This is an optimization exercise on Yosys and OpenROAD, whose aim is small area and a short achievable clock period, not a production implementation.
At most, simulation tests tie the RTL to the original design; equivalence was not proved.
Power figures rest on the tool's default switching activity, not on a simulated workload.

==> inputs of v4 <==
==> flow/design.v <==
`default_nettype none
module decode_stage (
  input  logic        clk,
  input  logic        rst_n,
  input  logic [31:0] instrF,
  input  logic [31:0] pcPlus4F,
  input  logic        stallD,
  input  logic        forwardAD,
  input  logic        forwardBD,
  input  logic [31:0] aluOutM,
  input  logic        regWriteW,
  input  logic [4:0]  writeRegW,
  input  logic [31:0] resultW,
  output logic [31:0] instrD,
  output logic [31:0] pcPlus4D,
  output logic [31:0] rd1D,
  output logic [31:0] rd2D,
  output logic [4:0]  rsD,
  output logic [4:0]  rtD,
  output logic [4:0]  rdD,
  output logic [31:0] signImmD,
  output logic [31:0] pcBranchD,
  output logic        pcSrcD
);
  localparam logic [5:0] c_OP_BEQ = 6'b000100;
  localparam logic [5:0] c_OP_BNE = 6'b000101;
  localparam logic [5:0] c_OP_J   = 6'b000010;
  logic [31:0] r_instr;
  logic [31:0] r_pc4;
  logic [31:0] r_regs [1:31];
  always_ff @(posedge clk) begin
    if (!rst_n) begin
      r_instr <= '0;
      r_pc4   <= '0;
    end else if (!stallD) begin
      if (pcSrcD) begin
        r_instr <= '0;
        r_pc4   <= '0;
      end else begin
        r_instr <= instrF;
        r_pc4   <= pcPlus4F;
      end
    end
  end
  logic [31:1] w_wsel;
  logic [31:1] w_wen;
  logic [31:0] w_wdata;
  always_comb begin
    for (int k = 1; k < 32; k++) begin
      w_wsel[k] = regWriteW && (writeRegW == 5'(k));
      w_wen[k]  = !rst_n || w_wsel[k];
    end
  end
  assign w_wdata = rst_n ? resultW : '0;
  always_ff @(posedge clk) begin
    for (int k = 1; k < 32; k++) begin
      if (w_wen[k]) r_regs[k] <= w_wdata;
    end
  end
  assign instrD   = r_instr;
  assign pcPlus4D = r_pc4;
  assign rsD      = r_instr[25:21];
  assign rtD      = r_instr[20:16];
  assign rdD      = r_instr[15:11];
  assign signImmD = {{16{r_instr[15]}}, r_instr[15:0]};
  logic [4:0]  w_rsF, w_rtF;
  logic [31:1] w_sel1, w_sel2;
  logic [31:0] w_regF1, w_regF2;
  logic        w_bypF1, w_bypF2;
  logic [31:0] r_rd1, r_rd2;
  assign w_rsF = instrF[25:21];
  assign w_rtF = instrF[20:16];
  always_comb begin
    w_regF1 = '0;
    w_regF2 = '0;
    for (int k = 1; k < 32; k++) begin
      w_sel1[k] = (w_rsF == 5'(k));
      w_sel2[k] = (w_rtF == 5'(k));
      w_regF1 = w_regF1 | ({32{w_sel1[k]}} & r_regs[k]);
      w_regF2 = w_regF2 | ({32{w_sel2[k]}} & r_regs[k]);
    end
  end
  assign w_bypF1 = regWriteW && (writeRegW == w_rsF) && (w_rsF != 5'd0);
  assign w_bypF2 = regWriteW && (writeRegW == w_rtF) && (w_rtF != 5'd0);
  logic w_byp1, w_byp2;
  assign w_byp1 = regWriteW && (writeRegW == rsD) && (rsD != 5'd0);
  assign w_byp2 = regWriteW && (writeRegW == rtD) && (rtD != 5'd0);
  always_ff @(posedge clk) begin
    if (!rst_n) begin
      r_rd1 <= '0;
      r_rd2 <= '0;
    end else if (stallD) begin
      if (w_byp1) r_rd1 <= resultW;
      if (w_byp2) r_rd2 <= resultW;
    end else if (pcSrcD) begin
      r_rd1 <= '0;
      r_rd2 <= '0;
    end else begin
      r_rd1 <= w_bypF1 ? resultW : w_regF1;
      r_rd2 <= w_bypF2 ? resultW : w_regF2;
    end
  end
  assign rd1D = w_byp1 ? resultW : r_rd1;
  assign rd2D = w_byp2 ? resultW : r_rd2;
  logic eq_ar, eq_a2, eq_r2, eq_1a, eq_1r, eq_12, w_eq;
  assign eq_ar = (aluOutM == resultW);
  assign eq_a2 = (aluOutM == r_rd2);
  assign eq_r2 = (resultW == r_rd2);
  assign eq_1a = (r_rd1   == aluOutM);
  assign eq_1r = (r_rd1   == resultW);
  assign eq_12 = (r_rd1   == r_rd2);
  always_comb begin
    if (forwardAD) begin
      if (forwardBD)   w_eq = 1'b1;
      else if (w_byp2) w_eq = eq_ar;
      else             w_eq = eq_a2;
    end else if (w_byp1) begin
      if (forwardBD)   w_eq = eq_ar;
      else if (w_byp2) w_eq = 1'b1;
      else             w_eq = eq_r2;
    end else begin
      if (forwardBD)   w_eq = eq_1a;
      else if (w_byp2) w_eq = eq_1r;
      else             w_eq = eq_12;
    end
  end
  logic [5:0]  w_op;
  logic        w_taken;
  logic [31:0] w_target;
  assign w_op = r_instr[31:26];
  always_comb begin
    w_taken  = 1'b0;
    w_target = r_pc4 + {signImmD[29:0], 2'b00};
    case (w_op)
      c_OP_BEQ: w_taken = w_eq;
      c_OP_BNE: w_taken = !w_eq;
      c_OP_J: begin
        w_taken  = 1'b1;
        w_target = {r_pc4[31:28], r_instr[25:0], 2'b00};
      end
      default: w_taken = 1'b0;
    endcase
  end
  assign pcSrcD    = w_taken & ~stallD;
  assign pcBranchD = w_target;
endmodule
`default_nettype wire
==> flow/run.sh <==
#!/bin/bash
# synth_recipe.tcl (not shown) runs the flow's synth.tcl, then flattens the netlist and writes it again
# the make line also repeats each setting of config.mk as NAME=value (left out here)
make -C /OpenROAD-flow-scripts/flow DESIGN_CONFIG=/design/flow/config.mk WORK_HOME=/design/flow/orfs CLKGATE_MAP_FILE= SYNTH_SCRIPT=/design/flow/synth_recipe.tcl finish
==> flow/config.mk <==
export PLATFORM = sky130hd
export DESIGN_NAME = decode_stage
export DESIGN_NICKNAME = decode_stage
export VERILOG_FILES = /design/flow/design.v
export SDC_FILE = /design/flow/constraint.sdc
export NUM_CORES = 4
export LEC_CHECK = 0
export CAP_MARGIN = 20
export CORE_MARGIN = 2
export CORE_UTILIZATION = 50
export SETUP_SLACK_MARGIN = 3.5
export SLEW_MARGIN = 20
==> flow/constraint.sdc <==
create_clock -name core_clock -period 8.0 [get_ports {clk}]
set_input_delay 1.6000 -clock core_clock [delete_from_list [all_inputs] [get_ports {clk}]]
set_output_delay 1.6000 -clock core_clock [all_outputs]
set_load 0.01 [all_outputs]
==> v13: changes against v4 <==
==> flow/design.v, changed modules only <==
module decode_stage (
  input  logic        clk,
  input  logic        rst_n,
  input  logic [31:0] instrF,
  input  logic [31:0] pcPlus4F,
  input  logic        stallD,
  input  logic        forwardAD,
  input  logic        forwardBD,
  input  logic [31:0] aluOutM,
  input  logic        regWriteW,
  input  logic [4:0]  writeRegW,
  input  logic [31:0] resultW,
  output logic [31:0] instrD,
  output logic [31:0] pcPlus4D,
  output logic [31:0] rd1D,
  output logic [31:0] rd2D,
  output logic [4:0]  rsD,
  output logic [4:0]  rtD,
  output logic [4:0]  rdD,
  output logic [31:0] signImmD,
  output logic [31:0] pcBranchD,
  output logic        pcSrcD
);
  localparam logic [5:0] c_OP_BEQ = 6'b000100;
  localparam logic [5:0] c_OP_BNE = 6'b000101;
  localparam logic [5:0] c_OP_J   = 6'b000010;
  logic [31:0] r_instr;
  logic [31:0] r_pc4;
  logic [31:0] r_regs [1:31];
  always_ff @(posedge clk) begin
    if (!rst_n) begin
      r_instr <= '0;
      r_pc4   <= '0;
    end else if (!stallD) begin
      if (pcSrcD) begin
        r_instr <= '0;
        r_pc4   <= '0;
      end else begin
        r_instr <= instrF;
        r_pc4   <= pcPlus4F;
      end
    end
  end
  logic [31:1] w_wsel;
  logic [31:1] w_wen;
  logic [31:0] w_wdata;
  always_comb begin
    for (int k = 1; k < 32; k++) begin
      w_wsel[k] = regWriteW && (writeRegW == 5'(k));
      w_wen[k]  = !rst_n || w_wsel[k];
    end
  end
  assign w_wdata = rst_n ? resultW : '0;
  always_ff @(posedge clk) begin
    for (int k = 1; k < 32; k++) begin
      if (w_wen[k]) r_regs[k] <= w_wdata;
    end
  end
  assign instrD   = r_instr;
  assign pcPlus4D = r_pc4;
  assign rsD      = r_instr[25:21];
  assign rtD      = r_instr[20:16];
  assign rdD      = r_instr[15:11];
  assign signImmD = {{16{r_instr[15]}}, r_instr[15:0]};
  logic [4:0]  w_rsF, w_rtF;
  logic [31:1] w_sel1, w_sel2;
  logic [31:0] w_regF1, w_regF2;
  logic        w_bypF1, w_bypF2;
  logic [31:0] r_rd1, r_rd2;
  assign w_rsF = instrF[25:21];
  assign w_rtF = instrF[20:16];
  always_comb begin
    for (int k = 1; k < 32; k++) begin
      w_sel1[k] = (w_rsF == 5'(k));
      w_sel2[k] = (w_rtF == 5'(k));
    end
  end
  for (genvar b = 0; b < 32; b++) begin : g_rd
    logic [31:1] w_col;
    for (genvar k = 1; k < 32; k++) begin : g_col
      assign w_col[k] = r_regs[k][b];
    end
    decode_stage_rdbit u_rd1 (.sel(w_sel1), .d(w_col), .q(w_regF1[b]));
    decode_stage_rdbit u_rd2 (.sel(w_sel2), .d(w_col), .q(w_regF2[b]));
  end
  assign w_bypF1 = regWriteW && (writeRegW == w_rsF) && (w_rsF != 5'd0);
  assign w_bypF2 = regWriteW && (writeRegW == w_rtF) && (w_rtF != 5'd0);
  logic w_byp1, w_byp2;
  assign w_byp1 = regWriteW && (writeRegW == rsD) && (rsD != 5'd0);
  assign w_byp2 = regWriteW && (writeRegW == rtD) && (rtD != 5'd0);
  always_ff @(posedge clk) begin
    if (!rst_n) begin
      r_rd1 <= '0;
      r_rd2 <= '0;
    end else if (stallD) begin
      if (w_byp1) r_rd1 <= resultW;
      if (w_byp2) r_rd2 <= resultW;
    end else if (pcSrcD) begin
      r_rd1 <= '0;
      r_rd2 <= '0;
    end else begin
      r_rd1 <= w_bypF1 ? resultW : w_regF1;
      r_rd2 <= w_bypF2 ? resultW : w_regF2;
    end
  end
  assign rd1D = w_byp1 ? resultW : r_rd1;
  assign rd2D = w_byp2 ? resultW : r_rd2;
  logic w_isbeq, w_isbne, w_isj;
  assign w_isbeq = (r_instr[31:26] == c_OP_BEQ);
  assign w_isbne = (r_instr[31:26] == c_OP_BNE);
  assign w_isj   = (r_instr[31:26] == c_OP_J);
  logic eq_ar, eq_a2, eq_r2, eq_1a, eq_1r, eq_12;
  decode_stage_eq32 u_eq_ar (.a(aluOutM), .b(resultW), .eq(eq_ar));
  decode_stage_eq32 u_eq_a2 (.a(aluOutM), .b(r_rd2),   .eq(eq_a2));
  decode_stage_eq32 u_eq_r2 (.a(resultW), .b(r_rd2),   .eq(eq_r2));
  decode_stage_eq32 u_eq_1a (.a(r_rd1),   .b(aluOutM), .eq(eq_1a));
  decode_stage_eq32 u_eq_1r (.a(r_rd1),   .b(resultW), .eq(eq_1r));
  decode_stage_eq32 u_eq_12 (.a(r_rd1),   .b(r_rd2),   .eq(eq_12));
  logic t_ar, t_a2, t_r2, t_1a, t_1r, t_12, t_same;
  assign t_same = w_isbeq;
  assign t_ar = (w_isbeq & eq_ar) | (w_isbne & ~eq_ar);
  assign t_a2 = (w_isbeq & eq_a2) | (w_isbne & ~eq_a2);
  assign t_r2 = (w_isbeq & eq_r2) | (w_isbne & ~eq_r2);
  assign t_1a = (w_isbeq & eq_1a) | (w_isbne & ~eq_1a);
  assign t_1r = (w_isbeq & eq_1r) | (w_isbne & ~eq_1r);
  assign t_12 = (w_isbeq & eq_12) | (w_isbne & ~eq_12);
  logic u_a, u_r, u_1, w_taken;
  assign u_a = forwardBD ? t_same : (w_byp2 ? t_ar : t_a2);
  assign u_r = forwardBD ? t_ar   : (w_byp2 ? t_same : t_r2);
  assign u_1 = forwardBD ? t_1a   : (w_byp2 ? t_1r : t_12);
  assign w_taken = w_isj | (forwardAD ? u_a : (w_byp1 ? u_r : u_1));
  assign pcSrcD = w_taken & ~stallD;
  assign pcBranchD = w_isj ? {r_pc4[31:28], r_instr[25:0], 2'b00}
                           : r_pc4 + {signImmD[29:0], 2'b00};
endmodule
module decode_stage_eq32 (
  input  logic [31:0] a,
  input  logic [31:0] b,
  output logic        eq
);
  assign eq = (a == b);
endmodule
module decode_stage_rdbit (
  input  logic [31:1] sel,
  input  logic [31:1] d,
  output logic        q
);
  assign q = |(sel & d);
endmodule
Settings changed: CORE_UTILIZATION 50 to 40, SYNTH_HIERARCHICAL set to 1.
==> comparison <==
Between v13 and v4, the lower wire length is in v13 (gap about 26%, measured against v4).
In v4 the setup slack is lower than in v13, by 1000 ps.
Total power: v4 is larger than v13 (about 5%).
Clock power: v13 is smaller than v4 (about 3%).
Between v13 and v4, the lower first-iteration DRC count is in v13 (gap about 47%, measured against v4).
Sequential cell count is the same in v13 and v4.
Count of clock-buffer cells in the layout: v4 is lower than v13 (4).
Hold slack is about the same in v13 and v4.
Critical path depth: v4 is higher than v13 (3).
v4 passed the timing, DRC and antenna checks. v13 finished with timing, DRC and antenna clean.
Between v4 and v13, the lower clock skew is in v4 (gap 0.51 ps).
In v13 the via count is lower than in v4, by about 16%.
No functional check of the RTL was part of v4.

## port drivers added, routing unchanged
How much do the figures lean on ideal ports? The routed layouts below were timed once more, with nothing changed but the port constraints. Step 1 assumes that a clkbuf_16 drives the clock port and a buf_2 every other input. Step 2 times the ports against the registers' clock, not the clock port: input delays grow and output delays shrink by t, the midpoint of the rising clock arrivals with the driver on. Slacks: no drivers / after step 1 / after step 2; pairs: no drivers / after step 1.
| run | t, ns | setup WS [ns] | worst slew at a driven data input, ns |
|---|---|---|---|
| v4 | 0.821 | 1.541 / 1.479 / 1.479 | 0.14 |
| v13 | 0.808 | 2.564 / 2.517 / 2.517 | 0.15 |
After both steps every run listed still meets setup and hold. For v4, which loses most, drivers alone change the setup slack by -0.062 ns; drivers and shift together by -0.062 ns.
